What follows belongs to an exercise in optimizing a design on an open flow for small area, a short achievable clock period and few clock cycles per item; a production flow would make more cautious choices.
The RTL was checked by simulation tests, not by an equivalence proof against the original design.
No activity file was given, so power comes from the tool's default toggle rates.

File: design/flow/config.mk
export PLATFORM = sky130hd
export DESIGN_NAME = pe_injection_port
export DESIGN_NICKNAME = pe_injection_port
export VERILOG_FILES = /design/flow/design.v
export SDC_FILE = /design/flow/constraint.sdc
export NUM_CORES = 4
export LEC_CHECK = 0
export CAP_MARGIN = 20
export CORE_MARGIN = 2
export CORE_UTILIZATION = 40
export SETUP_SLACK_MARGIN = 3.0
export SLEW_MARGIN = 20
File: design/flow/constraint.sdc
create_clock -name core_clock -period 7.0 [get_ports {clk}]
set_input_delay 1.4000 -clock core_clock [delete_from_list [all_inputs] [get_ports {clk}]]
set_output_delay 1.4000 -clock core_clock [all_outputs]
set_load 0.01 [all_outputs]
File: design/flow/design.v
package noc_pkg;
    localparam int PHIT_SIZE          = 16;
    localparam int VC_IDX_W           = 4;
    localparam int LENGTH_PHIT_INDEX  = 1;
    localparam int LENGTH_FIELD_WIDTH = 16;
    localparam int CNT_W              = 17;
    typedef logic [PHIT_SIZE-1:0] phit_t;
    typedef logic [VC_IDX_W-1:0]  vc_idx_t;
    typedef enum logic {
        ARB  = 1'b0,
        SEND = 1'b1
    } out_state_t;
    function automatic logic [CNT_W-1:0] pkt_phits(
        input logic [LENGTH_FIELD_WIDTH-1:0] len,
        input int                            fs
    );
        logic [CNT_W-1:0] p;
        p = CNT_W'(len * fs);
        if (p < CNT_W'(2)) p = CNT_W'(2);
        pkt_phits = p;
    endfunction
endpackage
module inj_vc_fifo #(
    parameter int W     = 17,
    parameter int DEPTH = 4
) (
    input  logic         clk,
    input  logic         rst,
    input  logic         push,
    input  logic [W-1:0] din,
    input  logic         pop,
    input  logic         rsel,
    output logic [W-1:0] dout,
    output logic         full,
    output logic         empty
);
    localparam logic [7:0] CODES = 8'b10_11_01_00;
    logic [W-1:0] mem [4];
    logic [1:0]   wp, rp, wp_n, rp_n;
    assign wp_n = {wp[0], ~wp[1]};
    assign rp_n = {rp[0], ~rp[1]};
    always_comb begin
        dout = '0;
        for (int i = 0; i < 4; i++)
            dout = dout | (mem[i] & {W{rsel & (rp == CODES[2*i +: 2])}});
    end
    always_ff @(posedge clk) begin
        if (rst) begin
            wp    <= 2'b00;
            rp    <= 2'b00;
            full  <= 1'b0;
            empty <= 1'b1;
        end else begin
            if (push) wp <= wp_n;
            if (pop)  rp <= rp_n;
            if (push & ~pop) begin
                empty <= 1'b0;
                full  <= (wp_n == rp);
            end
            if (pop & ~push) begin
                full  <= 1'b0;
                empty <= (rp_n == wp);
            end
        end
    end
    for (genvar i = 0; i < 4; i++) begin : g_ent
        always_ff @(posedge clk) begin
            if (push && wp == CODES[2*i +: 2]) mem[i] <= din;
        end
    end
endmodule
module pe_injection_port #(
    parameter int phit_size               = noc_pkg::PHIT_SIZE,
    parameter int flit_size               = 1,
    parameter int addr_length             = 8,
    parameter int addr_place_in_header    = 0,
    parameter int no_vc                   = 8,
    parameter int floorplusone_log2_no_vc = noc_pkg::VC_IDX_W,
    parameter int buf_depth               = 4
) (
    input  logic                               clk,
    input  logic                               full_reset,
    input  logic [phit_size-1:0]               in_data,
    input  logic                               in_sent_req,
    input  logic                               in_new,
    input  logic [floorplusone_log2_no_vc-1:0] in_vc_no,
    output logic                               out_ready,
    output logic [phit_size-1:0]               out_data,
    output logic                               out_sent_req,
    output logic                               out_new,
    output logic                               out_tail,
    output logic [floorplusone_log2_no_vc-1:0] out_vc_no,
    input  logic                               in_ready,
    output logic [addr_length-1:0]             out_dest_addr,
    output logic                               protocol_error,
    output logic [31:0]                        no_packet_inject_report,
    output logic [31:0]                        stall_cycles_report
);
    localparam int LFW = noc_pkg::LENGTH_FIELD_WIDTH;
    localparam int VW  = floorplusone_log2_no_vc;
    localparam int SW  = $clog2(no_vc);
    localparam int EW  = phit_size + 1;
    logic [no_vc-1:0] full, empty, push, pop, rsel;
    logic [EW-1:0]    head [no_vc];
    logic [no_vc-1:0] body, lenx;
    logic [LFW-1:0]   rem [no_vc];
    logic [SW-1:0]  iv;
    logic           in_range, sel_full, sel_body, sel_lenx;
    logic [LFW-1:0] sel_rem, rem_nxt;
    logic           wr, ok, last;
    assign iv       = in_vc_no[SW-1:0];
    assign in_range = (in_vc_no < VW'(no_vc));
    always_comb begin
        sel_full = 1'b1;
        sel_body = 1'b0;
        sel_lenx = 1'b0;
        sel_rem  = '0;
        for (int v = 0; v < no_vc; v++) begin
            if (iv == SW'(v)) begin
                sel_full = full[v];
                sel_body = body[v];
                sel_lenx = lenx[v];
                sel_rem  = rem[v];
            end
        end
    end
    assign out_ready = in_range & ~sel_full;
    assign wr        = in_sent_req & out_ready;
    assign ok        = in_new ^ sel_body;
    assign last      = ~in_new & (sel_lenx ? (in_data[LFW-1:0] < LFW'(3))
                                           : (sel_rem == '0));
    assign rem_nxt   = sel_lenx ? (in_data[LFW-1:0] - LFW'(3))
                                : (sel_rem - LFW'(1));
    for (genvar v = 0; v < no_vc; v++) begin : g_vc
        logic hit;
        assign hit     = wr & (iv == SW'(v));
        assign push[v] = hit & ok;
        always_ff @(posedge clk) begin
            if (full_reset) begin
                body[v] <= 1'b0;
                lenx[v] <= 1'b0;
            end else if (push[v]) begin
                body[v] <= in_new | ~last;
                lenx[v] <= in_new;
            end
        end
        always_ff @(posedge clk) begin
            if (push[v] & ~in_new) rem[v] <= rem_nxt;
        end
        inj_vc_fifo #(
            .W     (EW),
            .DEPTH (buf_depth)
        ) u_fifo (
            .clk   (clk),
            .rst   (full_reset),
            .push  (push[v]),
            .din   ({last, in_data}),
            .pop   (pop[v]),
            .rsel  (rsel[v]),
            .dout  (head[v]),
            .full  (full[v]),
            .empty (empty[v])
        );
    end
    logic                   o_valid, o_new, o_tail, lock;
    logic [phit_size-1:0]   o_data;
    logic [SW-1:0]          o_vc;
    logic [addr_length-1:0] o_dest;
    logic                   adv, found, avail;
    logic [no_vc-1:0]       win, cur;
    logic [SW-1:0]          sel;
    logic [EW-1:0]          s_head;
    always_comb begin
        found = 1'b0;
        win   = '0;
        for (int v = 0; v < no_vc; v++) begin
            if (!found && !empty[v] && (SW'(v) > o_vc)) begin
                found  = 1'b1;
                win[v] = 1'b1;
            end
        end
        for (int v = 0; v < no_vc; v++) begin
            if (!found && !empty[v] && (SW'(v) <= o_vc)) begin
                found  = 1'b1;
                win[v] = 1'b1;
            end
        end
    end
    always_comb begin
        sel = o_vc;
        for (int v = 0; v < no_vc; v++)
            if (win[v]) sel = SW'(v);
    end
    for (genvar v = 0; v < no_vc; v++) begin : g_cur
        assign cur[v] = (o_vc == SW'(v));
    end
    assign rsel  = lock ? cur : win;
    assign avail = lock ? ~|(cur & empty) : found;
    assign adv   = ~o_valid | in_ready;
    assign pop   = rsel & {no_vc{adv & avail}};
    always_comb begin
        s_head = '0;
        for (int v = 0; v < no_vc; v++) s_head = s_head | head[v];
    end
    always_ff @(posedge clk) begin
        if (full_reset) begin
            o_valid <= 1'b0;
            lock    <= 1'b0;
            o_vc    <= SW'(no_vc - 1);
        end else if (adv) begin
            o_valid <= avail;
            if (avail) begin
                o_vc <= lock ? o_vc : sel;
                lock <= ~lock | ~s_head[phit_size];
            end
        end
    end
    always_ff @(posedge clk) begin
        if (adv) begin
            o_data <= s_head[phit_size-1:0];
            o_tail <= s_head[phit_size];
            o_new  <= ~lock;
            if (!lock) o_dest <= s_head[addr_place_in_header +: addr_length];
        end
    end
    assign out_sent_req  = o_valid;
    assign out_data      = o_data;
    assign out_new       = o_new;
    assign out_tail      = o_tail;
    assign out_vc_no     = VW'(o_vc);
    assign out_dest_addr = o_dest;
    always_ff @(posedge clk) begin
        if (full_reset) protocol_error <= 1'b0;
        else if (wr & ~ok) protocol_error <= 1'b1;
    end
    logic [31:0] pkt_cnt, stall_cnt;
    always_ff @(posedge clk) begin
        if (full_reset) begin
            pkt_cnt   <= '0;
            stall_cnt <= '0;
        end else begin
            if (o_valid & in_ready & o_tail) pkt_cnt   <= pkt_cnt + 32'd1;
            if (in_sent_req & ~out_ready)    stall_cnt <= stall_cnt + 32'd1;
        end
    end
    assign no_packet_inject_report = pkt_cnt;
    assign stall_cycles_report     = stall_cnt;
endmodule
File: design/flow/run.sh
#!/bin/bash
# synth_recipe.tcl (not shown) runs the flow's synth.tcl, then flattens the netlist and writes it again
# the make line also repeats each setting of config.mk as NAME=value (left out here)
make -C /OpenROAD-flow-scripts/flow DESIGN_CONFIG=/design/flow/config.mk WORK_HOME=/design/flow/orfs CLKGATE_MAP_FILE= SYNTH_SCRIPT=/design/flow/synth_recipe.tcl finish
==> impl_metrics.csv, run 1 <==
group,metric,value,unit
layout,final_core_util,0.4744,
run_status,status,"finished clean",
setup_path,worst_setup_path_start_kind,"primary input",
global_routing,overflow,0,
yosys,ys_seq_area_frac,0.6896,
power_and_ir_drop,intPower,0.008676,W
yosys,ys_seq_elements,832,
floorplanning,core,0.08501,mm²
clocking,clkSinkCount,832,
power_and_ir_drop,combPwrFrac,0.124,
setup_path,cp.depth,5,
setup_path,reg2regPathDepth,8,
layout,finalNetCount,2557,
drt,finalWirelength,95790,µm
timing,fin_tns_setup,0,ps
global_routing,grt_pass1_vias,20450,
floorplanning,die-area,0.08807,mm²
layout,drive_gt1_frac,0.1594,
timing,skew,32.79,ps
floorplanning,die_w,296.8,µm
clocking,postCtsHoldBufs,0,
clocking,cts_tree,"yes",
global_routing,grt_use_met1,0.2950,
drt,ant_nets,0,
global_routing,antenna_found_initial,1,
yosys,synth_top_cells_by_area,"edfxtp_1 (61%), dfxtp_1 (7.8%), mux4_2 (4.9%), mux2i_1 (3.0%), nor2_1 (2.3%)",
yosys,yosys_most_used_dff,"edfxtp_1",
global_routing,busiest_layer,"met2",
setup_path,cp_cell_sequence,"buf_16, mux4_2, mux2_4, nor2_4, buf_6",
power_and_ir_drop,pwr-share-clk,0.394,
flow_run,drv_cap,0,
clocking,clk_latency,650,ps
placement,dpl.hpwl,62010,µm
timing,tightest_slew,1102,ps
setup_path,cpPeakStageDelay,520,ps
timing,grt_setup_unrepaired,"true",
drt,drc,0,
placement,dpl.cell_count,3544,
clocking,clockRootBuffer,"clkbuf_16",
timing,period_share,0.5716,
yosys,syn_area_per_cell,14.70,µm²
yosys,yosysUniqueCellTypes,105,
drt,vias,21250,
power_and_ir_drop,vdd_drop_max,0.2045,mV
timing,min_period,4001,ps
yosys,ys_warn_count,6,
yosys,synthCells,2333,
floorplanning,io_pins,122,
clocking,clkTransAtPathRegs,60,ps
clocking,numCtsBuffers,86,
timing,slew_headroom,0.2652,
clocking,clock_path_buffers,3,
yosys,synth_area,0.03429,mm²
timing,fmax,249.9,MHz
power_and_ir_drop,power.density,289.3,mW/mm²
setup_path,cp.required,5600,ps
setup_path,r2r_start,"o_vc[2]",
floorplanning,dieHeight,296.8,µm
yosys,synth_fp_nets,2378,
yosys,synth_edf_count,698,
global_routing,groute.layer.met3.usage,0.03716,
yosys,async_reset_ff_frac,0,
worst_hold_path,hold_path.class,"reg -> reg",
power_and_ir_drop,swShare,0.2565,
placement,routabilityCongestion,0.9078,
setup_path,critPathCaptureType,"output pin",
setup_path,critPathKind,"in -> out",
setup_path,crit_fanout,5,
timing,finalWorstSetupSlack,2999,ps
power_and_ir_drop,power.net_switching,0.002992,W
drt,drtPass1Iterations,5,
power_and_ir_drop,seqPwrFrac,0.482,
timing,hold_viol,0,
drt,vias_per_cell,5.696,
setup_path,cp_top_family,"multiplexers",
setup_path,arrival,2600,ps
yosys,synth_top_area_share,0.6113,
setup_path,slowest_stage,"mux4_2",
global_routing,grt_max_degree,73,
clocking,htreeDepth,3,
placement,port_buffers,120,
drt,dr.first_iter.drc_count,2175,
global_routing,grt_pass1_wl,139400,µm
timing,final_max_slew_viol_count,0,
power_and_ir_drop,p_leak,13.08,nW
layout,final_cells,3730,
floorplanning,rows,107,
layout,syn_to_final_growth,17.63,%
placement,pre_cts_ws,1567,ps
setup_path,crit_buf_inv,2,
global_routing,track_usage,0.2127,
setup_path,r2r_setup_slack,3100,ps
global_routing,grtUsageMet2,0.3384,
drt,routedWlPerCell,25.68,µm
timing,setup_viol_count_final,0,
setup_path,crit-reg2reg-capture,"o_data[7]",
setup_path,endpoint,"out_ready",
yosys,yosys.area.top_type,"edfxtp_1",
setup_path,crit_start,"in_vc_no[0]",
floorplanning,initial_core_util,0.4033,
==> power by group through the flow <==
stage / Combinational, W / Sequential (W) / Clock (W)
6_report: 0.00145 / 0.00562 / 0.00460
2_1_floorplan: 0.000753 / 0.00571 / 0
3_5_place_dp: 0.00141 / 0.00573 / 0
4_1_cts: 0.00142 / 0.00562 / 0.00467
3_3_place_gp: 0.00140 / 0.00572 / 0
5_1_grt: 0.00152 / 0.00563 / 0.00487
==> cells in the final DEF (no fill, tap or decap), types with 22 or more instances in the layout <==
cell type	instances
a211oi_1	27
a21oi_1	84
a22oi_1	29
and3_1	25
buf_4	65
clkbuf_16	91
clkdlybuf4s50_1	107
dfxtp_1	133
edfxtp_1	698
inv_1	41
mux2_2	22
mux2i_1	104
mux4_2	74
nand2_1	128
nand3_1	51
nand4_1	29
nor2_1	195
nor2b_1	26
nor3_1	39
o21ai_0	80
xnor2_1	36
xor2_1	59
==> state kept, by name, indices dropped and copies added, names as in the netlist, 3 cells and up <==
name	count
stall_cnt	32
lenx	8
o_dest	8
g_vc.u_fifo.rp	16
o_data	16
rem	128
g_vc.u_fifo.full	8
g_vc.u_fifo.mem	544
o_vc	3
g_vc.u_fifo.empty	8
body	8
g_vc.u_fifo.wp	16
pkt_cnt	32
==> what timing repair did <==
action,CTS,global route
pin swaps,4,6
cloned,1,2
setup endpoints to repair,664,371
gates resized for setup,43,18
endpoints found under the hold margin,0,0
setup buffers,9,12
==> area by class of cell <==
type / count / area (µm²)
Inverter: 48 / 192.7
Timing Repair Buffer: 198 / 1926
Fill cell: 7252 / 44680
Sequential cell: 832 / 23640
Antenna cell: 1 / 2.502
Clock inverter: 47 / 459.2
Clock buffer: 114 / 2402
Tap cell: 1144 / 1431
Multi-Input combinational cell: 1346 / 10270
==> synth_stat cells (39+ instances only) <==
cell type and instances:
mux2i_1 104, a21oi_1 84, mux4_2 74, clkbuf_1 59
o21ai_0 84, and3_1 39, xor2_1 59, nand3_1 51
edfxtp_1 698, dfxtp_1 134, inv_1 41, nand2_1 128
nor2_1 207, nor3_1 48
==> layer usage <==
layer / share of wire / up-vias / routed length, µm
li1: - / 9375 / -
met1: 0.42 / 10870 / 40150
met2: 0.47 / 847 / 45350
met3: 0.077 / 155 / 7347
met4: 0.031 / 2 / 2930
met5: 0.00014 / - / 13
==> how the worst min path moves through the flow <==
stage	start	endpoint	cells past startpoint
after floorplan	lenx[4]	lenx[4]	2
after global placement	lenx[4]	lenx[4]	2
after detailed placement	lenx[4]	lenx[4]	2
after CTS	lenx[4]	lenx[4]	2
after global routing	lenx[4]	lenx[4]	2
final	lenx[4]	lenx[4]	2
==> worst min-delay path, delay by kind of cell, from the launching register on <==
family	cells	cell delay (ps)
buffers and inverters	1	60
AOI/OAI and AO/OA	1	60
DFF	1	330
==> cell families (layout without fill, tap and decap cells) <==
logic type,count (synthesis),count (layout),share of synthesized area
buffers and inverters,156,407,0.02066
xor gates and xnor gates,95,95,0.02427
AOI/OAI and AO/OA,393,393,0.07846
muxes,205,205,0.08915
other,1,2,0.0001094
DFF,832,832,0.6896
and+or+nand+nor,631,632,0.09047
adders and majority gates,20,20,0.007299
==> stage by stage <==
| stage | hold slack [ps] | cell area [µm²] | power, W |
|---|---|---|---|
| 2_1_floorplan | 433.5 | 34420 | 0.006462 |
| 3_3_place_gp | 471.8 | 36890 | 0.007122 |
| 3_5_place_dp | 481.7 | 36920 | 0.007136 |
| 4_1_cts | 494.5 | 40080 | 0.01171 |
| 5_1_grt | 518.3 | 40330 | 0.01202 |
| 6_report | 498.0 | 40330 | 0.01167 |
Testbench counts, summed over its fixed seeds: cycles 10,595, packets 2,400.
==> run 2: changes to the inputs <==
--- a/design/flow/config.mk
+++ b/design/flow/config.mk
@@ -9,4 +9,4 @@
 export CORE_MARGIN = 2
 export CORE_UTILIZATION = 40
-export SETUP_SLACK_MARGIN = 3.0
+export SETUP_SLACK_MARGIN = 3.6
 export SLEW_MARGIN = 20
==> run 2 against run 1 <==
  * Via count is 4.0% higher
  * Non-clock buffer count is 148 higher
  * Hold slack worse by 1.2 ps
  * Setup slack worse by 29 ps
  * Still clean
  * Cell area is 6.6% higher
  * Sequential power hardly changed
==> impl_metrics.csv, run 2 <==
group,metric,value,unit
flow_run,drv_cap,0,
power_and_ir_drop,intPower,0.008643,W
layout,final_core_util,0.5058,
placement,port_buffers,120,
global_routing,grt_pass1_vias,21420,
drt,dr.first_iter.drc_count,2402,
layout,finalNetCount,2708,
yosys,synthSimpleGateAreaFrac,0.09047,
power_and_ir_drop,power.net_switching,0.003093,W
clocking,clock_path_buffers,3,
yosys,synth_area,0.03429,mm²
clocking,clkSinkCount,832,
yosys,synth_top_area_share,0.6113,
layout,layout_common_cells,"edfxtp_1 (698), nor2_1 (189), dfxtp_1 (130)",
placement,dpl.hpwl,60600,µm
timing,fin_tns_setup,0,ps
timing,fmax,248.1,MHz
clocking,htreeDepth,3,
yosys,syn_area_per_cell,14.70,µm²
yosys,yosys.area.top_type,"edfxtp_1",
setup_path,critPathKind,"in -> out",
power_and_ir_drop,vdd_drop_max,0.1862,mV
drt,vias,22090,
yosys,yosysMostFrequentCell,"edfxtp_1",
floorplanning,die_w,296.8,µm
clocking,numCtsBuffers,86,
drt,drc,0,
yosys,synth_fp_nets,2378,
power_and_ir_drop,pwr-share-clk,0.383,
setup_path,crit_buf_inv,3,
power_and_ir_drop,power.density,272.9,mW/mm²
floorplanning,rows,107,
power_and_ir_drop,combPwrFrac,0.137,
placement,routabilityCongestion,0.8671,
layout,syn_to_final_growth,25.42,%
setup_path,cp_top_family,"multiplexers",
drt,finalWirelength,100600,µm
power_and_ir_drop,p_leak,14.13,nW
placement,dpl.cell_count,3527,
layout,largest_reg_flops,544,
global_routing,track_usage,0.2171,
setup_path,critPathCaptureType,"output pin",
clocking,clockRootBuffer,"clkbuf_16",
layout,regMostFlops,"g_vc.u_fifo.mem",
setup_path,worst_setup_path_start_kind,"primary input",
timing,setup_viol_count_final,0,
yosys,synth_compound_area_frac,0.07846,
global_routing,antenna_found_initial,2,
yosys,async_reset_ff_frac,0,
setup_path,crit_fanout,3,
drt,ant_nets,0,
floorplanning,core,0.08501,mm²
setup_path,cpPeakStageDelay,510,ps
drt,routedWlPerCell,25.93,µm
yosys,ys_seq_elements,832,
drt,drtPass1Iterations,9,
floorplanning,io_pins,122,
layout,drive_gt1_frac,0.2383,
timing,hold_viol,0,
timing,final_max_slew_viol_count,0,
floorplanning,initial_core_util,0.4033,
timing,skew,36.05,ps
timing,slew_headroom,0.2799,
yosys,yosysUniqueCellTypes,105,
clocking,clkTransAtPathRegs,60,ps
timing,grt_setup_unrepaired,"true",
yosys,ys_seq_area_frac,0.6896,
setup_path,cp_cell_sequence,"buf_12, buf_12, mux4_2, mux2_4, nor2_4, buf_6",
clocking,clk_latency,660,ps
layout,top_regs,"g_vc.u_fifo.mem (544), rem (128)",
global_routing,grt_max_degree,76,
floorplanning,dieHeight,296.8,µm
timing,tightest_slew,1069,ps
layout,final_cells,3878,
global_routing,overflow,0,
setup_path,arrival,2630,ps
setup_path,slowest_stage,"mux4_2",
yosys,synth.mux.area_fraction,0.08915,
yosys,yosys_most_used_dff,"edfxtp_1",
yosys,yosys-top-cells-count,"edfxtp_1 (698), nor2_1 (207), dfxtp_1 (134)",
power_and_ir_drop,swShare,0.2635,
yosys,synth_top_family_by_area,"simple AND/OR/NAND/NOR gates",
worst_hold_path,hold_path.class,"reg -> reg",
clocking,cts_tree,"yes",
run_status,status,"finished clean",
yosys,ys_warn_count,6,
yosys,synth_adder_area_share,0.007299,
yosys,synth_top_cells_by_area,"edfxtp_1 (61%), dfxtp_1 (7.8%), mux4_2 (4.9%), mux2i_1 (3.0%), nor2_1 (2.3%)",
drt,vias_per_cell,5.696,
yosys,yosys.area_share.xor_xnor,0.02427,
timing,period_share,0.5757,
layout,final_common_cell,"edfxtp_1",
setup_path,cp.required,5600,ps
floorplanning,die-area,0.08807,mm²
yosys,synthCells,2333,
global_routing,grt_pass1_wl,142700,µm
timing,min_period,4030,ps
yosys,synth_edf_count,698,
timing,whs,496.8,ps
setup_path,critPathMostFrequentCell,"buf_12",
power_and_ir_drop,seqPwrFrac,0.480,
-- run 2: cell counts after synthesis --
No cell type changed its count.
-- run 2: what timing repair did --
item                       CTS  global route
setup buffers               95            76
hold buffers                 0             0
gates cloned                 7            14
resized for setup           73           126
setup endpoints to repair  921           597
pin swaps                   27            37
-- run 2: cells by family (layout without fill, tap and decap cells) --
group / after synthesis / count (layout)
adder cells (fa/ha/maj): 20 / 20
AO/OA/AOI/OAI: 393 / 393
buffers and inverters: 156 / 551
other: 1 / 3
AND/OR/NAND/NOR: 631 / 635
XOR/XNOR: 95 / 95
flip-flops: 832 / 832
multiplexers: 205 / 205
-- run 2: per-layer routing --
metal / part of all wire / up-vias / GRT usage
met5: 0 / - / 0
met4: 0.024 / 0 / 0.05656
met3: 0.076 / 172 / 0.03840
met2: 0.49 / 938 / 0.3648
met1: 0.41 / 11300 / 0.2912
li1: - / 9683 / -
-- run 2: worst paths after layout --
check | from | to | slack (ps) | cells after the start
worst min-delay path | lenx[6] | lenx[6] | 500 | 2
worst max register to register | o_vc[1] | o_data[4] | 3680 | 7
worst min register to register | lenx[6] | lenx[6] | 500 | 2
worst max-delay path | in_vc_no[0] | out_ready | 2970 | 6
-- run 2: through the flow --
step	setup WS [ps]	total power [W]	area, µm²
after floorplan	3062	0.006486	34890
after global placement	1794	0.007166	37210
after detailed placement	1664	0.007184	37220
after CTS	2936	0.01168	41570
after global routing	2934	0.01207	43000
final	2970	0.01174	43000
-- run 2: layout make-up --
cell class	instances	area (µm²)
antenna	2	5.005
clock buffer	110	2313
sequential	832	23650
inverter	48	229.0
tap	1144	1431
multi-input combinational	1349	10970
clock inverter	47	440.4
fill	7000	42010
timing repair buffer	346	3964
-- run 2: power groups by stage --
stage | logic [W] | registers, W | clock network, W
after CTS | 0.00149 | 0.00563 | 0.00456
final | 0.00160 | 0.00563 | 0.00450
after floorplan | 0.000777 | 0.00571 | 0
after global placement | 0.00144 | 0.00573 | 0
after detailed placement | 0.00145 | 0.00573 | 0
after global routing | 0.00168 | 0.00564 | 0.00475
-- run 2: worst register-to-register path, delay by kind of cell, from the launching register on --
family | cells | cell delay, ps
simple gates | 4 | 1190
compound gates | 3 | 1220
flops | 1 | 620
==> run 3: changes to the inputs <==
--- a/design/flow/design.v
+++ b/design/flow/design.v
@@ -103,37 +103,35 @@
     logic [no_vc-1:0] full, empty, push, pop, rsel;
     logic [EW-1:0]    head [no_vc];
-    logic [no_vc-1:0] body, lenx;
+    logic [no_vc-1:0] body, lenx, rz;
     logic [LFW-1:0]   rem [no_vc];
-    logic [SW-1:0]  iv;
-    logic           in_range, sel_full, sel_body, sel_lenx;
-    logic [LFW-1:0] sel_rem, rem_nxt;
-    logic           wr, ok, last;
-    assign iv       = in_vc_no[SW-1:0];
-    assign in_range = (in_vc_no < VW'(no_vc));
-    always_comb begin
-        sel_full = 1'b1;
+    logic [no_vc-1:0] dec, acc;
+    logic             sel_body, sel_lenx, sel_rz;
+    logic [LFW-1:0]   sel_rem, rem_nxt;
+    logic             ok, last, rz_nxt;
+    for (genvar v = 0; v < no_vc; v++) begin : g_dec
+        assign dec[v] = (in_vc_no == VW'(v));
+    end
+    assign acc = dec & ~full;
+    always_comb begin
         sel_body = 1'b0;
         sel_lenx = 1'b0;
+        sel_rz   = 1'b0;
         sel_rem  = '0;
         for (int v = 0; v < no_vc; v++) begin
-            if (iv == SW'(v)) begin
-                sel_full = full[v];
-                sel_body = body[v];
-                sel_lenx = lenx[v];
-                sel_rem  = rem[v];
-            end
-        end
-    end
-    assign out_ready = in_range & ~sel_full;
-    assign wr        = in_sent_req & out_ready;
+            sel_body = sel_body | (dec[v] & body[v]);
+            sel_lenx = sel_lenx | (dec[v] & lenx[v]);
+            sel_rz   = sel_rz   | (dec[v] & rz[v]);
+            sel_rem  = sel_rem  | (rem[v] & {LFW{dec[v]}});
+        end
+    end
+    assign out_ready = |acc;
     assign ok        = in_new ^ sel_body;
     assign last      = ~in_new & (sel_lenx ? (in_data[LFW-1:0] < LFW'(3))
-                                           : (sel_rem == '0));
-    assign rem_nxt   = sel_lenx ? (in_data[LFW-1:0] - LFW'(3))
-                                : (sel_rem - LFW'(1));
+                                           : sel_rz);
+    assign rem_nxt   = sel_lenx ? in_data[LFW-1:0] : (sel_rem - LFW'(1));
+    assign rz_nxt    = sel_lenx ? (in_data[LFW-1:0] == LFW'(3))
+                                : (sel_rem == LFW'(4));
     for (genvar v = 0; v < no_vc; v++) begin : g_vc
-        logic hit;
-        assign hit     = wr & (iv == SW'(v));
-        assign push[v] = hit & ok;
+        assign push[v] = in_sent_req & acc[v] & (in_new ^ body[v]);
         always_ff @(posedge clk) begin
             if (full_reset) begin
@@ -146,5 +144,8 @@
         end
         always_ff @(posedge clk) begin
-            if (push[v] & ~in_new) rem[v] <= rem_nxt;
+            if (push[v] & ~in_new) begin
+                rem[v] <= rem_nxt;
+                rz[v]  <= rz_nxt;
+            end
         end
         inj_vc_fifo #(
@@ -232,5 +233,5 @@
     always_ff @(posedge clk) begin
         if (full_reset) protocol_error <= 1'b0;
-        else if (wr & ~ok) protocol_error <= 1'b1;
+        else if (in_sent_req & out_ready & ~ok) protocol_error <= 1'b1;
     end
     logic [31:0] pkt_cnt, stall_cnt;
--- a/design/flow/config.mk
+++ b/design/flow/config.mk
@@ -9,4 +9,4 @@
 export CORE_MARGIN = 2
 export CORE_UTILIZATION = 40
-export SETUP_SLACK_MARGIN = 3.6
+export SETUP_SLACK_MARGIN = 3.3
 export SLEW_MARGIN = 20
==> run 3 against run 2 <==
  * Still clean on timing, DRC and antenna
  * Critical path depth fell by 1
  * Power rose by 4.2%
  * Combinational power rose by 13%
  * Count of clock-buffer cells in the layout rose by 1
  * First-iteration DRC count fell by 7.4%
  * Setup slack improved by 99 ps
  * Synthesized area rose by 1.1%
  * Register-to-register slack got worse by 300 ps
  * Flip-flop and latch count rose by 8
  * Sequential share of layout area rose by 3.3 points
  * Non-clock buffer count fell by 141
  * Synthesized cell count rose by 0.86%
==> impl_metrics.csv, run 3 <==
group,metric,value,unit
global_routing,grt_max_degree,86,
clocking,clkSinkCount,840,
setup_path,cpPeakStageDelay,530,ps
clocking,clockRootBuffer,"clkbuf_16",
timing,skew,27.01,ps
setup_path,critPathCaptureType,"output pin",
yosys,synth.mux.area_fraction,0.09082,
setup_path,cp_cell_sequence,"buf_16, mux4_2, mux2i_4, and2_4, buf_6",
worst_hold_path,min_from,"lenx[6]",
layout,top_regs,"g_vc.u_fifo.mem (544), rem (128)",
yosys,synth_edf_count,706,
yosys,ys_warn_count,6,
yosys,async_reset_ff_frac,0,
power_and_ir_drop,power.density,298.4,mW/mm²
layout,regMostFlops,"g_vc.u_fifo.mem",
worst_hold_path,hold_path.class,"reg -> reg",
global_routing,overflow,0,
placement,dpl.hpwl,60900,µm
layout,layout_common_cells,"edfxtp_1 (706), nand2_1 (159), nor2_1 (151)",
layout,finalNetCount,2566,
timing,hold_viol,0,
power_and_ir_drop,p_total,0.01223,W
clocking,postCtsHoldBufs,0,
drt,vias_per_cell,5.741,
setup_path,cp_top_family,"multiplexers",
timing,tightest_slew,1166,ps
timing,min_period,3931,ps
placement,port_buffers,120,
setup_path,cp.required,5600,ps
floorplanning,core,0.08555,mm²
floorplanning,rows,107,
worst_hold_path,whs_path_depth,2,
yosys,synthCells,2353,
global_routing,grt_pass1_vias,21010,
timing,grt_setup_unrepaired,"true",
setup_path,crit_buf_inv,2,
timing,whs,464.2,ps
timing,fmax,254.4,MHz
layout,nFillCells,7199,
floorplanning,initial_core_util,0.4053,
setup_path,worst_setup_path_start_kind,"primary input",
yosys,synthSimpleGateAreaFrac,0.09216,
layout,final_common_cell,"edfxtp_1",
clocking,clock_path_buffers,3,
floorplanning,dieHeight,298.4,µm
yosys,synth_compound_area_frac,0.07761,
yosys,yosysUniqueCellTypes,88,
floorplanning,io_pins,122,
timing,slew_headroom,0.2229,
drt,routedWlPerCell,25.54,µm
setup_path,crit-reg2reg-capture,"o_data[12]",
yosys,synth_area,0.03468,mm²
timing,fin_tns_setup,0,ps
floorplanning,die-area,0.08906,mm²
setup_path,r2r_start,"o_vc[2]",
yosys,yosys.area.top_type,"edfxtp_1",
flow_run,drv_cap,0,
floorplanning,die_w,298.4,µm
layout,diodes,0,
worst_hold_path,hold_end,"lenx[6]",
yosys,synth_top_family_by_area,"simple AND/OR/NAND/NOR gates",
drt,drtPass1Iterations,6,
yosys,yosys-top-cells-count,"edfxtp_1 (706), nor2_1 (167), nand2_1 (159)",
layout,syn_to_final_growth,18.16,%
yosys,synth_fp_nets,2398,
run_status,status,"finished clean",
drt,ant_nets,0,
yosys,ys_seq_elements,840,
timing,setup_viol_count_final,0,
placement,dpl-instance-area,0.03743,mm²
clocking,clk_latency,660,ps
global_routing,track_usage,0.2124,
placement,routabilityCongestion,0.8717,
drt,vias,21470,
yosys,ys_seq_area_frac,0.6887,
setup_path,reg2regPathDepth,8,
yosys,yosys_most_used_dff,"edfxtp_1",
layout,largest_reg_flops,544,
setup_path,arrival,2530,ps
power_and_ir_drop,vdd_drop_max,0.2228,mV
yosys,syn_area_per_cell,14.74,µm²
power_and_ir_drop,p_leak,13.10,nW
timing,final_max_slew_viol_count,0,
setup_path,critPathKind,"in -> out",
yosys,yosys.area_share.xor_xnor,0.02021,
yosys,synth_top_cells_by_area,"edfxtp_1 (61%), dfxtp_1 (7.7%), mux4_2 (5.7%), mux2i_1 (2.2%), nor2_1 (1.8%)",
global_routing,grt_pass1_wl,141300,µm
timing,period_share,0.5615,
yosys,yosysMostFrequentCell,"edfxtp_1",
yosys,synth_adder_area_share,0.007217,
layout,drive_gt1_frac,0.1776,
setup_path,crit_fanout,5,
drt,dr.first_iter.drc_count,2225,
clocking,htreeDepth,3,
clocking,clkTransAtPathRegs,60,ps
clocking,numCtsBuffers,88,
setup_path,crit_start,"in_vc_no[0]",
setup_path,slowest_stage,"mux4_2",
layout,finalInstanceArea,0.04097,mm²
setup_path,r2r_setup_slack,3380,ps
drt,finalWirelength,95520,µm
global_routing,antenna_found_initial,3,
yosys,synth_top_area_share,0.6114,
drt,drc,0,
clocking,cts_tree,"yes",
-- run 3: layer usage --
layer	vias up	GRT usage	wire (µm)
met5	-	0	13
met4	2	0.05958	2434
met3	149	0.03446	6271
met2	795	0.3499	46570
met1	11050	0.2919	40230
li1	9476	-	-
-- run 3: cell families (layout without fill, tap and decap cells) --
kind of cell / after synthesis / in the layout
AOI/OAI and AO/OA: 396 / 396
xor gates and xnor gates: 80 / 80
buffers and inverters: 188 / 431
and+or+nand+nor: 629 / 629
DFF: 840 / 840
adders and majority gates: 20 / 20
muxes: 199 / 199
other: 1 / 1
-- run 3: per-stage QoR --
step	cells	util	setup WS, ps
floorplan	2353	-	3087
global placement	3548	0.4373	1908
detailed placement	3549	0.4376	1782
CTS	3727	0.4756	3027
global route	3740	0.4790	3054
finish	3740	0.4790	3069
-- run 3: worst max path at each step --
stage                                endpoint  slack (ps)  depth (start not counted)
floorplan            g_vc[1].u_fifo.mem[0][0]        3090                          7
global placement     g_vc[5].u_fifo.mem[3][5]        1910                          7
detailed placement  g_vc[5].u_fifo.mem[3][13]        1780                          7
CTS                                 out_ready        3030                          5
global route                        out_ready        3050                          5
finish                              out_ready        3070                          5
-- run 3: timing repair --
action,in CTS,in global routing
buffers inserted,12,13
gates resized for setup,40,24
cloned,1,0
pin swaps,7,12
endpoints found under the setup margin,836,478
-- run 3: final cells by class --
class | instances | area [µm²] | share of cell area
Timing Repair Buffer | 205 | 2049 | 0.05002
Sequential cell | 840 | 23890 | 0.5830
Tap cell | 1144 | 1431 | 0.03493
Clock inverter | 54 | 575.6 | 0.01405
Clock buffer | 111 | 2391 | 0.05835
Inverter | 61 | 230.2 | 0.005619
Multi-Input combinational cell | 1325 | 10410 | 0.2540
-- run 3: tightest hold or removal path: stages, from the launching register on --
cell,delay [ps]
dfxtp_1,310
nand2_1,50
a21oi_1,50
-- run 3: power breakdown --
group	switching [W]	total, W	internal (W)
logic	0.00116	0.00181	0.000650
clock network	0.00197	0.00472	0.00274
registers	0.0000931	0.00570	0.00561
Testbench counts of run 3, summed over its fixed seeds: cycles 10,595, packets 2,400.
==> run 4: changes to the inputs <==
--- a/design/flow/design.v
+++ b/design/flow/design.v
@@ -109,7 +109,11 @@
     logic [LFW-1:0]   sel_rem, rem_nxt;
     logic             ok, last, rz_nxt;
-    for (genvar v = 0; v < no_vc; v++) begin : g_dec
-        assign dec[v] = (in_vc_no == VW'(v));
-    end
+    inj_vc_dec #(
+        .VW (VW),
+        .N  (no_vc)
+    ) u_dec (
+        .vc  (in_vc_no),
+        .dec (dec)
+    );
     assign acc = dec & ~full;
     always_comb begin
@@ -248,2 +252,13 @@
     assign stall_cycles_report     = stall_cnt;
 endmodule
+module inj_vc_dec #(
+    parameter int VW = 4,
+    parameter int N  = 8
+) (
+    input  logic [VW-1:0] vc,
+    output logic [N-1:0]  dec
+);
+    for (genvar v = 0; v < N; v++) begin : g_dec
+        assign dec[v] = (vc == VW'(v));
+    end
+endmodule
--- a/design/flow/config.mk
+++ b/design/flow/config.mk
@@ -11,2 +11,3 @@
 export SETUP_SLACK_MARGIN = 3.3
 export SLEW_MARGIN = 20
+export SYNTH_HIERARCHICAL = 1
==> run 4 against run 3 <==
  * Wire length fell by 11%
  * Global-route usage fell by 1.9 points
  * Flip-flop and latch count did not move
  * Sequential power fell by 1%
  * Clock skew barely moved
  * Die area fell by 1.8%
  * Cell count fell by 5.7%
  * Hold slack improved by 17 ps
  * Combinational power fell by 52%
  * Register-to-register slack improved by 40 ps
==> impl_metrics.csv, run 4 <==
group,metric,value,unit
global_routing,antenna_found_initial,4,
timing,hold_viol,0,
drt,drtPass1Iterations,6,
timing,whs,481.1,ps
run_status,status,"finished clean",
clocking,htreeDepth,3,
timing,setup_viol_count_final,0,
yosys,yosysMostFrequentCell,"edfxtp_1",
yosys,syn_area_per_cell,16.13,µm²
floorplanning,dieHeight,295.7,µm
yosys,synth_top_cells_by_area,"edfxtp_1 (62%), mux4_2 (9.1%), dfxtp_1 (7.9%), and2_1 (2.6%), a22oi_1 (1.6%)",
drt,vias_per_cell,5.489,
setup_path,cp.required,5600,ps
power_and_ir_drop,power.density,276.6,mW/mm²
floorplanning,io_pins,122,
timing,fin_tns_setup,0,ps
yosys,synth_top_area_share,0.6228,
layout,largest_reg_flops,544,
yosys,ys_warn_count,12,
setup_path,crit_fanout,7,
layout,regMostFlops,"g_vc.u_fifo.mem",
layout,layout_common_cells,"edfxtp_1 (706), and2_1 (141), mux4_2 (137)",
setup_path,reg2regPathDepth,8,
yosys,synth_fp_nets,2156,
setup_path,crit-reg2reg-capture,"o_data[9]",
flow_run,drv_cap,0,
global_routing,grt_pass1_vias,19400,
yosys,synthCells,2111,
layout,syn_to_final_growth,17.47,%
layout,drive_gt1_frac,0.1848,
floorplanning,core,0.08395,mm²
setup_path,arrival,2580,ps
yosys,ys_seq_area_frac,0.7016,
drt,dr.first_iter.drc_count,1776,
placement,routabilityCongestion,0.8314,
yosys,async_reset_ff_frac,0,
worst_hold_path,hold_end,"lenx[3]",
power_and_ir_drop,vdd_drop_max,0.1813,mV
clocking,postCtsHoldBufs,0,
layout,nFillCells,7064,
timing,tightest_slew,1189,ps
placement,dpl.hpwl,51780,µm
yosys,yosysUniqueCellTypes,69,
setup_path,cpPeakStageDelay,400,ps
yosys,yosys.area.top_type,"edfxtp_1",
floorplanning,die_w,295.7,µm
yosys,synth_edf_count,706,
worst_hold_path,hold_path.class,"reg -> reg",
clocking,clkSinkCount,840,
setup_path,critPathMostFrequentCell,"buf_6",
drt,routedWlPerCell,24.03,µm
setup_path,r2r_start,"o_vc[0]",
layout,finalNetCount,2364,
timing,min_period,3984,ps
worst_hold_path,min_from,"lenx[3]",
setup_path,worst_setup_path_start_kind,"primary input",
global_routing,grt_max_degree,79,
global_routing,track_usage,0.1937,
setup_path,critPathKind,"in -> out",
floorplanning,die-area,0.08745,mm²
global_routing,overflow,0,
drt,finalWirelength,84750,µm
yosys,yosys_most_used_dff,"edfxtp_1",
clocking,clk_latency,660,ps
setup_path,r2r_setup_slack,3420,ps
setup_path,cp_cell_sequence,"buf_12, buf_6, nor4b_4, nor2b_4, nor4_4, nand2_1, buf_6",
timing,fmax,251.0,MHz
timing,slew_headroom,0.2003,
placement,port_buffers,120,
global_routing,grt_pass1_wl,124800,µm
setup_path,critPathCaptureType,"output pin",
worst_hold_path,whs_path_depth,2,
setup_path,slowest_stage,"nor4b_4",
drt,vias,19360,
timing,final_max_slew_viol_count,0,
yosys,ys_seq_elements,840,
layout,final_common_cell,"edfxtp_1",
timing,period_share,0.5692,
floorplanning,rows,106,
yosys,synth_area,0.03404,mm²
clocking,numCtsBuffers,87,
timing,skew,26.85,ps
clocking,clockRootBuffer,"clkbuf_16",
power_and_ir_drop,p_leak,12.95,nW
floorplanning,initial_core_util,0.4055,
layout,top_regs,"g_vc.u_fifo.mem (544), rem (128)",
drt,ant_nets,0,
drt,drc,0,
timing,grt_setup_unrepaired,"true",
clocking,clkTransAtPathRegs,50,ps
clocking,clock_path_buffers,3,
yosys,yosys-top-cells-count,"edfxtp_1 (706), and2_1 (141), mux4_2 (137)",
clocking,cts_tree,"yes",
run 4: timing repair:
item	4_1_cts	5_1_grt
pin swaps	9	3
cloned	6	0
buffers inserted	19	5
endpoints found under the setup margin	805	399
resized for setup	79	30
run 4: worst max-delay path by stage:
stage	start	to	slack, ps	cells past startpoint
after global placement	in_data[5]	g_vc[7].u_fifo.mem[3][16]	1220	6
final	in_vc_no[2]	out_ready	3020	7
after global routing	in_vc_no[2]	out_ready	3010	7
after floorplan	in_vc_no[0]	g_vc[2].u_fifo.mem[0][0]	3240	6
after CTS	in_vc_no[2]	out_ready	3010	6
after detailed placement	in_vc_no[2]	out_ready	1550	6
run 4: through the flow:
stage | total power [W] | std cells | util | worst slack [ps] | area [µm²]
floorplan | 0.006114 | 2111 | - | 3238 | 34050
global placement | 0.006550 | 3333 | 0.4364 | 1220 | 36640
detailed placement | 0.006569 | 3334 | 0.4366 | 1550 | 36650
CTS | 0.01115 | 3521 | 0.4747 | 3011 | 39850
global route | 0.01141 | 3526 | 0.4763 | 3012 | 39980
finish | 0.01106 | 3527 | 0.4763 | 3016 | 39990
run 4: worst max-delay path: cells and delay by family:
kind                   cells  cell delay (ps)
AND/OR/NAND/NOR            4              850
buffers and inverters      3              330
run 4: kinds of logic (layout without fill, tap and decap cells):
family,after synthesis,in the layout,share of synthesized area
flip-flops,840,840,0.7016
AND/OR/NAND/NOR,634,637,0.1041
AO/OA/AOI/OAI,226,226,0.04462
multiplexers,164,164,0.09876
buffers and inverters,135,413,0.02007
XOR/XNOR,91,91,0.02341
adder cells (fa/ha/maj),20,20,0.007351
other,1,2,0.0001102
run 4: layout make-up:
cell class                 count  area (µm²)  share of cell area
timing repair buffer         204        1897             0.04744
inverter                      46       176.4            0.004412
multi-input combinational   1139        9777              0.2445
timing repair inverter         1       7.507           0.0001877
clock buffer                 112        2344             0.05861
sequential                   840       23890              0.5975
antenna                        1       2.502          0.00006258
tap                         1134        1419             0.03548
clock inverter                50       471.7             0.01180
run 4: routing by layer:
layer | part of all wire | up-vias | GRT usage
met1 | 0.41 | 10020 | 0.2539
met2 | 0.50 | 611 | 0.3266
li1 | - | 8618 | -
met4 | 0.021 | 0 | 0.05485
met5 | 0 | - | 0
met3 | 0.071 | 113 | 0.04017
run 4: power by group:
part	internal [W]	total (W)	switching (W)
sequential	0.00555	0.00562	0.0000706
clock	0.00264	0.00457	0.00193
combinational	0.000320	0.000872	0.000552
Testbench counts of run 4, summed over its fixed seeds: cycles 10,595, packets 2,400.
==> run 5: changes to the inputs <==
--- a/design/flow/config.mk
+++ b/design/flow/config.mk
@@ -9,4 +9,6 @@
 export CORE_MARGIN = 2
 export CORE_UTILIZATION = 40
+export CTS_CLUSTER_DIAMETER = 100
+export CTS_CLUSTER_SIZE = 25
 export SETUP_SLACK_MARGIN = 3.3
 export SLEW_MARGIN = 20
==> run 5 against run 4 <==
  * Maximum frequency about the same
  * Still clean
  * Combinational power hardly changed
  * Synthesized area is the same
  * Hold slack better by 5.2 ps
  * Synthesized cell count unchanged
  * Sequential power is essentially flat
  * Sequential share of layout area up 2.6 points
  * Largest cell class unchanged
  * Register-to-register slack improved by 90 ps
  * Setup slack worse by 2.8 ps
  * Global-route usage is 0.34 points lower
  * Flip-flop and latch count is the same
  * Critical endpoint unchanged
==> impl_metrics.csv, run 5 <==
group,metric,value,unit
yosys,synth_edf_count,706,
yosys,yosys.area.top_type,"edfxtp_1",
setup_path,r2r_start,"o_vc[0]",
layout,nFillCells,7210,
yosys,ys_seq_elements,840,
placement,routabilityCongestion,0.8314,
placement,pre_cts_ws,1550,ps
setup_path,critPathCaptureType,"output pin",
layout,regMostFlops,"g_vc.u_fifo.mem",
drt,dr.first_iter.drc_count,1854,
drt,routedWlPerCell,24.29,µm
drt,vias,18900,
yosys,yosys-top-cells-count,"edfxtp_1 (706), and2_1 (141), mux4_2 (137)",
global_routing,grt_pass1_vias,18880,
timing,final_max_slew_viol_count,0,
yosys,async_reset_ff_frac,0,
floorplanning,io_pins,122,
yosys,yosysUniqueCellTypes,69,
floorplanning,dieHeight,295.7,µm
yosys,synth_area,0.03404,mm²
layout,layout_common_cells,"edfxtp_1 (706), and2_1 (141), mux4_2 (137)",
worst_hold_path,hold_path.class,"reg -> reg",
timing,finalWorstSetupSlack,3013,ps
global_routing,overflow,0,
floorplanning,core,0.08395,mm²
setup_path,r2r_setup_slack,3510,ps
setup_path,critPathKind,"in -> out",
drt,drtPass1Iterations,7,
placement,dpl.hpwl,51780,µm
timing,setup_viol_count_final,0,
run_status,status,"finished clean",
layout,top_regs,"g_vc.u_fifo.mem (544), rem (128)",
setup_path,endpoint,"out_ready",
timing,grt_setup_unrepaired,"true",
setup_path,arrival,2590,ps
layout,syn_to_final_growth,12.59,%
setup_path,crit_start,"in_vc_no[2]",
timing,skew,28.16,ps
clocking,clkSinkCount,840,
power_and_ir_drop,vdd_drop_max,0.1713,mV
clocking,postCtsHoldBufs,0,
global_routing,antenna_found_initial,2,
drt,drc,0,
timing,min_period,3987,ps
clocking,clock_path_buffers,3,
timing,tightest_slew,1221,ps
timing,fin_tns_setup,0,ps
yosys,synth_top_area_share,0.6228,
layout,final_common_cell,"edfxtp_1",
setup_path,crit_fanout,7,
timing,fmax,250.8,MHz
clocking,cts_tree,"yes",
floorplanning,die_w,295.7,µm
timing,period_share,0.5696,
yosys,ys_warn_count,12,
clocking,htreeDepth,2,
power_and_ir_drop,power.density,239.3,mW/mm²
setup_path,reg2regPathDepth,8,
yosys,syn_area_per_cell,16.13,µm²
clocking,clk_latency,620,ps
yosys,synthCells,2111,
timing,whs,486.3,ps
floorplanning,initial_core_util,0.4055,
flow_run,drv_cap,0,
layout,drive_gt1_frac,0.1573,
drt,ant_nets,0,
global_routing,grt_max_degree,79,
setup_path,crit-reg2reg-capture,"o_data[9]",
yosys,yosysMostFrequentCell,"edfxtp_1",
layout,finalNetCount,2314,
timing,slew_headroom,0.1785,
clocking,clockRootBuffer,"clkbuf_16",
floorplanning,die-area,0.08745,mm²
yosys,ys_seq_area_frac,0.7016,
timing,hold_viol,0,
yosys,yosys_most_used_dff,"edfxtp_1",
global_routing,grt_pass1_wl,122800,µm
layout,diodes,0,
power_and_ir_drop,p_leak,12.13,nW
floorplanning,rows,106,
clocking,clkTransAtPathRegs,90,ps
global_routing,track_usage,0.1903,
placement,port_buffers,120,
setup_path,worst_setup_path_start_kind,"primary input",
yosys,synth_top_cells_by_area,"edfxtp_1 (62%), mux4_2 (9.1%), dfxtp_1 (7.9%), and2_1 (2.6%), a22oi_1 (1.6%)",
yosys,synth_fp_nets,2156,
drt,finalWirelength,83450,µm
layout,largest_reg_flops,544,
drt,vias_per_cell,5.502,
clocking,numCtsBuffers,40,
setup_path,cp.required,5600,ps
## run 5: stage by stage
stage / power, W / instance area (µm²) / instances / util
final: 0.009171 / 38330 / 3435 / 0.4565
after CTS: 0.009236 / 38220 / 3433 / 0.4553
after global placement: 0.006550 / 36640 / 3333 / 0.4364
after detailed placement: 0.006569 / 36650 / 3334 / 0.4366
after floorplan: 0.006114 / 34050 / 2111 / -
after global routing: 0.009472 / 38330 / 3435 / 0.4565
## run 5: critical path, stage by stage
cell     delay, ps
buf_12         100
buf_6          100
nor4b_4        390
nor2b_4        270
nor4_4          70
nand2_1        120
buf_6          130
## run 5: logic make-up after synthesis
logic type | after synthesis | share of synthesized area
AO/OA/AOI/OAI | 226 | 0.04462
XOR/XNOR | 91 | 0.02341
adder cells (fa/ha/maj) | 20 | 0.007351
buffers and inverters | 135 | 0.02007
flip-flops | 840 | 0.7016
multiplexers | 164 | 0.09876
other | 1 | 0.0001102
AND/OR/NAND/NOR | 634 | 0.1041
## run 5: how the worst min path moves through the flow
stage,start,endpoint,depth (start not counted)
detailed placement,lenx[2],lenx[2],2
global placement,protocol_error,protocol_error,2
CTS,lenx[2],lenx[2],2
floorplan,lenx[3],lenx[3],2
global route,lenx[5],lenx[5],2
finish,lenx[2],lenx[2],2
## run 5: per-layer routing
metal	vias to the layer above	track usage	wire length, µm	part of all wire
met1	9828	0.2524	34600	0.41
met3	79	0.03980	5846	0.070
met4	0	0.04073	1496	0.018
li1	8463	-	-	-
met5	-	0	0	0
met2	529	0.3234	41510	0.50
## run 5: what timing repair did
action,4_1_cts,5_1_grt
pin swaps,9,4
setup buffers,19,1
resized for setup,80,29
gates cloned,6,0
endpoints found under the setup margin,818,387
## run 5: where the power goes
part / leakage [nW] / internal, W / switching [W] / total, W
Sequential: 7.52 / 0.00554 / 0.0000692 / 0.00561
Clock: 0.566 / 0.00113 / 0.00156 / 0.00269
Combinational: 4.04 / 0.000319 / 0.000552 / 0.000871
Total: 12.1 / 0.00699 / 0.00218 / 0.00917
## run 5: layout make-up
type	instances	area (µm²)	share of cell area
clock inverters	6	60.06	0.001567
flip-flops and latches	840	23890	0.6235
repair inverters	1	7.507	0.0001959
clock buffers	68	1127	0.02941
well taps	1134	1419	0.03702
inverters	46	176.4	0.004603
repair buffers	201	1871	0.04881
multi-input cells	1139	9771	0.2549
==> run 6: changes to the inputs <==
--- a/design/flow/design.v
+++ b/design/flow/design.v
@@ -129,5 +129,12 @@
         end
     end
-    assign out_ready = |acc;
+    inj_ready #(
+        .VW (VW),
+        .N  (no_vc)
+    ) u_ready (
+        .vc    (in_vc_no),
+        .nfull (~full),
+        .ready (out_ready)
+    );
     assign ok        = in_new ^ sel_body;
     assign last      = ~in_new & (sel_lenx ? (in_data[LFW-1:0] < LFW'(3))
@@ -263,2 +270,47 @@
     end
 endmodule
+module inj_ready #(
+    parameter int VW = 4,
+    parameter int N  = 8
+) (
+    input  logic [VW-1:0] vc,
+    input  logic [N-1:0]  nfull,
+    output logic          ready
+);
+    localparam int SW = $clog2(N);
+    logic [SW-1:0] vc_n;
+    logic [N-1:0]  t;
+    for (genvar b = 0; b < SW; b++) begin : g_inv
+        inj_inv u_inv (
+            .a (vc[b]),
+            .y (vc_n[b])
+        );
+    end
+    for (genvar v = 0; v < N; v++) begin : g_term
+        logic [SW-1:0] lit;
+        for (genvar b = 0; b < SW; b++) begin : g_lit
+            assign lit[b] = ((v >> b) & 1) ? vc[b] : vc_n[b];
+        end
+        inj_nand #(
+            .N (SW + 1)
+        ) u_term (
+            .a ({lit, nfull[v]}),
+            .y (t[v])
+        );
+    end
+    assign ready = (vc < VW'(N)) & ~&t;
+endmodule
+module inj_inv (
+    input  logic a,
+    output logic y
+);
+    assign y = ~a;
+endmodule
+module inj_nand #(
+    parameter int N = 4
+) (
+    input  logic [N-1:0] a,
+    output logic         y
+);
+    assign y = ~&a;
+endmodule
--- a/design/flow/config.mk
+++ b/design/flow/config.mk
@@ -11,5 +11,5 @@
 export CTS_CLUSTER_DIAMETER = 100
 export CTS_CLUSTER_SIZE = 25
-export SETUP_SLACK_MARGIN = 3.3
+export SETUP_SLACK_MARGIN = 3.4
 export SLEW_MARGIN = 20
 export SYNTH_HIERARCHICAL = 1
==> run 6 against run 5 <==
  * Wire length is 0.98% higher
  * Via count is 1.6% higher
  * Utilization is 0.19 points lower
==> impl_metrics.csv, run 6 <==
group,metric,value,unit
run_status,status,"finished clean",
timing,skew,21.83,ps
worst_hold_path,hold_end,"lenx[0]",
global_routing,overflow,0,
timing,slew_headroom,0.2628,
yosys,syn_area_per_cell,15.89,µm²
clocking,clock_path_buffers,3,
clocking,clockRootBuffer,"clkbuf_16",
global_routing,antenna_found_initial,3,
setup_path,critPathKind,"in -> out",
global_routing,grt_max_degree,84,
clocking,htreeDepth,2,
clocking,clkSinkCount,840,
worst_hold_path,whs_path_depth,2,
layout,final_common_cell,"edfxtp_1",
layout,largest_reg_flops,544,
layout,finalInstanceArea,0.03864,mm²
yosys,synth_area,0.03425,mm²
layout,regMostFlops,"g_vc.u_fifo.mem",
layout,finalNetCount,2344,
floorplanning,rows,107,
clocking,clkTransAtPathRegs,100,ps
layout,top_regs,"g_vc.u_fifo.mem (544), rem (128)",
drt,finalWirelength,84260,µm
power_and_ir_drop,vdd_drop_max,0.1665,mV
setup_path,critPathCaptureType,"output pin",
placement,dpl-instance-area,0.03692,mm²
placement,routabilityCongestion,0.8095,
placement,dpl.hpwl,52750,µm
placement,port_buffers,120,
yosys,synth_edf_count,706,
timing,tightest_slew,1096,ps
worst_hold_path,hold_path.class,"reg -> reg",
global_routing,grt_pass1_wl,123300,µm
yosys,ys_seq_elements,840,
yosys,yosysMostFrequentCell,"edfxtp_1",
setup_path,crit-reg2reg-capture,"o_data[7]",
layout,layout_common_cells,"edfxtp_1 (706), and2_1 (138), mux4_2 (136)",
floorplanning,core,0.08501,mm²
yosys,yosys_most_used_dff,"edfxtp_1",
drt,vias_per_cell,5.529,
drt,ant_nets,0,
drt,routedWlPerCell,24.26,µm
drt,dr.first_iter.drc_count,1870,
yosys,yosysUniqueCellTypes,70,
timing,fmax,279.2,MHz
clocking,cts_tree,"yes",
drt,vias,19200,
timing,hold_viol,0,
layout,drive_gt1_frac,0.1615,
timing,grt_setup_unrepaired,"true",
flow_run,drv_cap,0,
setup_path,cp.required,5600,ps
clocking,numCtsBuffers,40,
drt,drc,0,
setup_path,reg2regPathDepth,7,
setup_path,r2r_start,"o_vc[0]",
timing,final_max_slew_viol_count,0,
setup_path,r2r_setup_slack,3520,ps
yosys,ys_warn_count,12,
power_and_ir_drop,p_leak,12.03,nW
timing,period_share,0.5117,
yosys,yosys.area.top_type,"edfxtp_1",
floorplanning,io_pins,122,
clocking,clk_latency,610,ps
setup_path,crit_fanout,13,
yosys,synthCells,2155,
yosys,synth_fp_nets,2200,
yosys,synth_top_area_share,0.6190,
yosys,synth_top_cells_by_area,"edfxtp_1 (62%), mux4_2 (8.9%), dfxtp_1 (7.8%), and2_1 (2.5%), a22oi_1 (1.7%)",
global_routing,track_usage,0.1891,
floorplanning,initial_core_util,0.4029,
worst_hold_path,min_from,"lenx[0]",
global_routing,grt_pass1_vias,19100,
timing,fin_tns_setup,0,ps
layout,syn_to_final_growth,12.83,%
setup_path,arrival,2180,ps
setup_path,worst_setup_path_start_kind,"primary input",
floorplanning,dieHeight,296.6,µm
floorplanning,die-area,0.08799,mm²
yosys,ys_seq_area_frac,0.6973,
timing,min_period,3582,ps
floorplanning,die_w,296.6,µm
timing,setup_viol_count_final,0,
drt,drtPass1Iterations,5,
layout,nFillCells,7321,
power_and_ir_drop,power.density,242.7,mW/mm²
yosys,async_reset_ff_frac,0,
yosys,yosys-top-cells-count,"edfxtp_1 (706), nor2_1 (142), and2_1 (138)",
run 6: cell types whose count changed after synthesis, moves of 15 or more:
| cell | previous run | this run |
|---|---|---|
| nor3_1 | 9 | 26 |
| xnor2_1 | 42 | 57 |
| nand2_1 | 94 | 79 |
| nor2_1 | 125 | 142 |
| inv_1 | 46 | 61 |
| and3_1 | 38 | 22 |
| nand4_1 | 24 | 46 |
run 6: cell type report:
cell class	instances	area, µm²	share of cell area
inverters	63	264.0	0.006832
clock inverters	5	45.04	0.001166
flip-flops and latches	840	23900	0.6183
diodes	1	2.502	0.00006475
multi-input cells	1157	10040	0.2599
clock buffers	66	1120	0.02898
well taps	1144	1431	0.03704
repair buffers	197	1844	0.04772
run 6: through the flow:
step                hold WS (ps)  setup slack, ps  instances    util  power (W)
global route               511.0             3284       3472  0.4545   0.009702
global placement           459.6             1872       3371  0.4341   0.006732
floorplan                  445.9             3211       2155       -   0.006250
CTS                        480.1             3349       3451  0.4504   0.009423
finish                     485.0             3418       3473  0.4546   0.009377
detailed placement         466.7             1777       3372  0.4343   0.006757
run 6: metal layers:
layer  share of wire  track usage  vias to the layer above  wire length [µm]
met5               0            0                        -                 0
met4           0.021      0.04053                        0              1744
met3           0.046      0.02608                       88              3893
met2            0.51       0.3318                      443             43300
met1            0.42       0.2505                    10040             35330
li1                -            -                     8633                 -
run 6: cell families after synthesis:
family / Yosys count / synth area share
multiplexers: 158 / 0.09593
adder cells (fa/ha/maj): 20 / 0.007306
buffers and inverters: 158 / 0.02334
AO/OA/AOI/OAI: 237 / 0.04764
AND/OR/NAND/NOR: 649 / 0.1049
flip-flops: 840 / 0.6973
other: 1 / 0.0001095
XOR/XNOR: 92 / 0.02353
run 6: per-module statistics from Yosys (local to each module, per instance), excerpt:
| module | cells | cell area, µm² | flip-flops and latches |
|---|---|---|---|
| pe_injection_port | 1013 | 11110 | 248 |
| inj_inv | 1 | 3.754 | 0 |
run 6: where the power goes:
| part | internal (W) | leakage, nW | total (W) | switching [W] |
|---|---|---|---|---|
| Combinational | 0.000397 | 3.94 | 0.00107 | 0.000671 |
| Clock | 0.00112 | 0.559 | 0.00267 | 0.00154 |
| Sequential | 0.00556 | 7.53 | 0.00564 | 0.0000855 |
| Total | 0.00708 | 12.0 | 0.00938 | 0.00230 |
run 6: worst max path at each step:
stage,end,slack (ps),cells past startpoint,from
3_5_place_dp,rem[0][15],1780,8,in_vc_no[0]
5_1_grt,g_vc[4].u_fifo.full,3280,10,o_vc[1]
4_1_cts,out_ready,3350,6,in_vc_no[2]
2_1_floorplan,g_vc[5].u_fifo.mem[0][0],3210,7,in_vc_no[3]
3_3_place_gp,g_vc[7].u_fifo.mem[0][16],1870,9,in_vc_no[2]
6_report,out_ready,3420,6,in_vc_no[2]
run 6: repair_timing:
item	in CTS	in global routing
hold buffers	0	0
endpoints found under the setup margin	819	178
buffers inserted	8	19
pin swaps	6	21
gates cloned	0	1
resized for setup	70	41
run 6: critical path, cell delays in order:
cell,delay [ps]
buf_12,130
inv_6,60
nand4_1,90
and4_4,190
a21oi_4,180
buf_6,130
Testbench counts of run 6, summed over its fixed seeds: cycles 10,595, packets 2,400.
==> run 7: changes to the inputs <==
--- a/design/flow/config.mk
+++ b/design/flow/config.mk
@@ -11,5 +11,5 @@
 export CTS_CLUSTER_DIAMETER = 100
 export CTS_CLUSTER_SIZE = 25
-export SETUP_SLACK_MARGIN = 3.4
+export SETUP_SLACK_MARGIN = 3.6
 export SLEW_MARGIN = 20
 export SYNTH_HIERARCHICAL = 1
==> run 7 against run 6 <==
  * Sequential power barely moved
  * Still clean
  * Power rose by 0.89%
  * Critical path type unchanged
  * Sequential share of layout area down 0.57 points
  * Largest cell class unchanged
  * Clock power hardly changed
  * Setup slack worse by 45 ps
  * Cell area grew 0.98%
  * Combinational power grew 7%
  * Via count rose by 0.76%
  * Utilization rose by 0.44 points
==> impl_metrics.csv, run 7 <==
group,metric,value,unit
run_status,status,"finished clean",
power_and_ir_drop,pwr-share-clk,0.282,
power_and_ir_drop,intPower,0.007145,W
yosys,ys_seq_elements,840,
timing,fin_tns_setup,0,ps
setup_path,cp.required,5600,ps
global_routing,antenna_found_initial,3,
yosys,synth_compound_area_frac,0.04763,
layout,syn_to_final_growth,13.93,%
power_and_ir_drop,combPwrFrac,0.121,
setup_path,crit_fanout,14,
yosys,async_reset_ff_frac,0,
floorplanning,dieHeight,296.6,µm
floorplanning,core,0.08501,mm²
timing,grt_setup_unrepaired,"true",
yosys,synth_area,0.03425,mm²
floorplanning,die_w,296.6,µm
yosys,synth_edf_count,706,
power_and_ir_drop,power.net_switching,0.002316,W
yosys,synth_top_family_by_area,"simple AND/OR/NAND/NOR gates",
timing,fmax,275.7,MHz
yosys,yosys-top-cells-count,"edfxtp_1 (706), nor2_1 (142), and2_1 (138)",
placement,routabilityCongestion,0.8291,
power_and_ir_drop,vdd_drop_max,0.1954,mV
global_routing,grt_pass1_wl,123500,µm
drt,dr.first_iter.drc_count,1749,
floorplanning,rows,107,
drt,vias,19350,
yosys,yosys.area.top_type,"edfxtp_1",
timing,hold_viol,0,
power_and_ir_drop,swShare,0.2448,
setup_path,critPathKind,"in -> out",
setup_path,cp_top_family,"simple AND/OR/NAND/NOR gates",
yosys,syn_area_per_cell,15.89,µm²
layout,largest_reg_flops,544,
layout,drive_gt1_frac,0.1849,
placement,dpl.hpwl,51950,µm
timing,slew_headroom,0.2146,
global_routing,overflow,0,
flow_run,drv_cap,0,
yosys,ys_seq_area_frac,0.6973,
yosys,synthSimpleGateAreaFrac,0.1049,
yosys,yosysUniqueCellTypes,70,
setup_path,cpPeakStageDelay,240,ps
drt,vias_per_cell,5.555,
power_and_ir_drop,p_leak,12.13,nW
clocking,clkSinkCount,840,
yosys,synthCells,2155,
layout,ff_latch_area,0.02391,mm²
timing,min_period,3627,ps
clocking,clk_latency,600,ps
clocking,clock_path_buffers,3,
yosys,yosysMostFrequentCell,"edfxtp_1",
yosys,synth_top_cells_by_area,"edfxtp_1 (62%), mux4_2 (8.9%), dfxtp_1 (7.8%), and2_1 (2.5%), a22oi_1 (1.7%)",
yosys,synth_top_area_share,0.6190,
power_and_ir_drop,seqPwrFrac,0.597,
layout,final_common_cell,"edfxtp_1",
floorplanning,initial_core_util,0.4029,
timing,skew,20.23,ps
yosys,synth_fp_nets,2200,
layout,regMostFlops,"g_vc.u_fifo.mem",
layout,layout_common_cells,"edfxtp_1 (706), and2_1 (137), mux4_2 (136)",
yosys,synth.mux.area_fraction,0.09593,
placement,port_buffers,120,
clocking,clkTransAtPathRegs,100,ps
floorplanning,io_pins,122,
timing,period_share,0.5181,
drt,drc,0,
yosys,yosys_most_used_dff,"edfxtp_1",
yosys,ys_warn_count,12,
timing,setup_viol_count_final,0,
setup_path,worst_setup_path_start_kind,"primary input",
setup_path,arrival,2230,ps
clocking,htreeDepth,2,
clocking,numCtsBuffers,40,
yosys,yosys.area_share.xor_xnor,0.02353,
timing,final_max_slew_viol_count,0,
clocking,cts_tree,"yes",
clocking,clockRootBuffer,"clkbuf_16",
timing,whs,476.3,ps
drt,drtPass1Iterations,5,
drt,routedWlPerCell,24.14,µm
drt,ant_nets,0,
setup_path,slowest_stage,"and4_1",
global_routing,grt_max_degree,88,
drt,finalWirelength,84080,µm
layout,finalNetCount,2359,
global_routing,grt_pass1_vias,19400,
setup_path,cp_cell_sequence,"buf_8, nand4_1, and4_1, a21oi_2, buf_2",
setup_path,crit_buf_inv,2,
layout,multiInputGateArea,0.01025,mm²
setup_path,critPathCaptureType,"output pin",
layout,nFillCells,7367,
global_routing,track_usage,0.1886,
worst_hold_path,hold_path.class,"reg -> reg",
yosys,synth_adder_area_share,0.007306,
timing,tightest_slew,1167,ps
layout,top_regs,"g_vc.u_fifo.mem (544), rem (128)",
power_and_ir_drop,power.density,242.5,mW/mm²
floorplanning,die-area,0.08799,mm²
==> run 7: area by class of cell <==
type                            instances  share of cell area
Clock inverter                          7            0.001796
Tap cell                             1144             0.03668
Sequential cell                       840              0.6126
Clock buffer                           58             0.02793
Inverter                               63            0.006894
Multi-Input combinational cell       1159              0.2627
Antenna cell                            2           0.0001283
Timing Repair Buffer                  210             0.05127
==> run 7: worst paths after layout <==
check	from	cells after the start	to	slack (ps)
min reg2reg	lenx[0]	2	lenx[0]	480
max reg2reg	o_vc[0]	9	o_dest[3]	3650
max	in_vc_no[0]	5	out_ready	3370
min	lenx[0]	2	lenx[0]	480
==> run 7: routing by layer <==
metal,part of all wire,GRT usage
met1,0.44,0.2637
met2,0.49,0.3147
met3,0.040,0.01644
met4,0.030,0.05753
met5,0,0
==> run 7: cells by family after synthesis <==
| kind of cell | count (synthesis) |
|---|---|
| flip-flops | 840 |
| AO/OA/AOI/OAI | 237 |
| other | 1 |
| buffers and inverters | 158 |
| multiplexers | 158 |
| adder cells (fa/ha/maj) | 20 |
| XOR/XNOR | 92 |
| AND/OR/NAND/NOR | 649 |
==> run 7: tightest hold or removal path, cell delays in order (launching register included) <==
cell and delay (ps):
dfxtp_1 330, nand2_1 50, a21oi_1 50
==> run 7: modules after synthesis, one instance, submodules excluded, excerpt <==
module | flip-flops and latches | cells inside | times used
inj_inv | 0 | 1 | 3
pe_injection_port | 248 | 1013 | 1
==> run 7: through the flow <==
stage	power [W]	cells	cell area, µm²	utilization	setup WS, ps
after floorplan	0.006259	2155	34630	-	3304
after global placement	0.006721	3373	37060	0.4359	1790
after detailed placement	0.006748	3373	37060	0.4359	1673
after CTS	0.009441	3459	38590	0.4539	3338
after global routing	0.009777	3481	39020	0.4590	3311
final	0.009461	3483	39020	0.4590	3373
==> run 7: power by group through the flow <==
stage	registers, W	logic [W]	clock network (W)
detailed placement	0.00576	0.000984	0
global route	0.00566	0.00122	0.00289
finish	0.00565	0.00115	0.00266
floorplan	0.00573	0.000527	0
global placement	0.00576	0.000964	0
CTS	0.00566	0.00105	0.00273
==> run 7: timing repair <==
action / in CTS / in global routing
resized for setup: 89 / 45
setup endpoints to repair: 893 / 404
hold buffers: 0 / 0
setup buffers: 20 / 18
pin swaps: 11 / 11
cloned: 1 / 3

-- re-timing with driven ports --
The results above use ideal ports. As a check the final layouts listed here were re-extracted and re-timed, cells and wires unchanged.
Step 1 assumes that a clkbuf_16 drives the clock port and a buf_2 every other input.
Step 2 also shifts input and output timing later by t, the mid clock arrival at the registers, as if the neighbouring blocks saw the same clock.
a / b / c = ideal ports / drivers / drivers and shift; a / b = the first two.
run | t, ns | setup slack, ns
run 1 | 0.704 | 2.999 / 2.774 / 2.366
run 2 | 0.706 | 2.970 / 2.899 / 2.585
run 3 | 0.711 | 3.069 / 2.938 / 2.520
run 4 | 0.708 | 3.016 / 2.900 / 2.660
run 5 | 0.671 | 3.013 / 2.878 / 2.683
run 6 | 0.665 | 3.418 / 3.315 / 2.760
run 7 | 0.660 | 3.373 / 3.256 / 2.734
After both steps setup and hold are still met in every run listed.
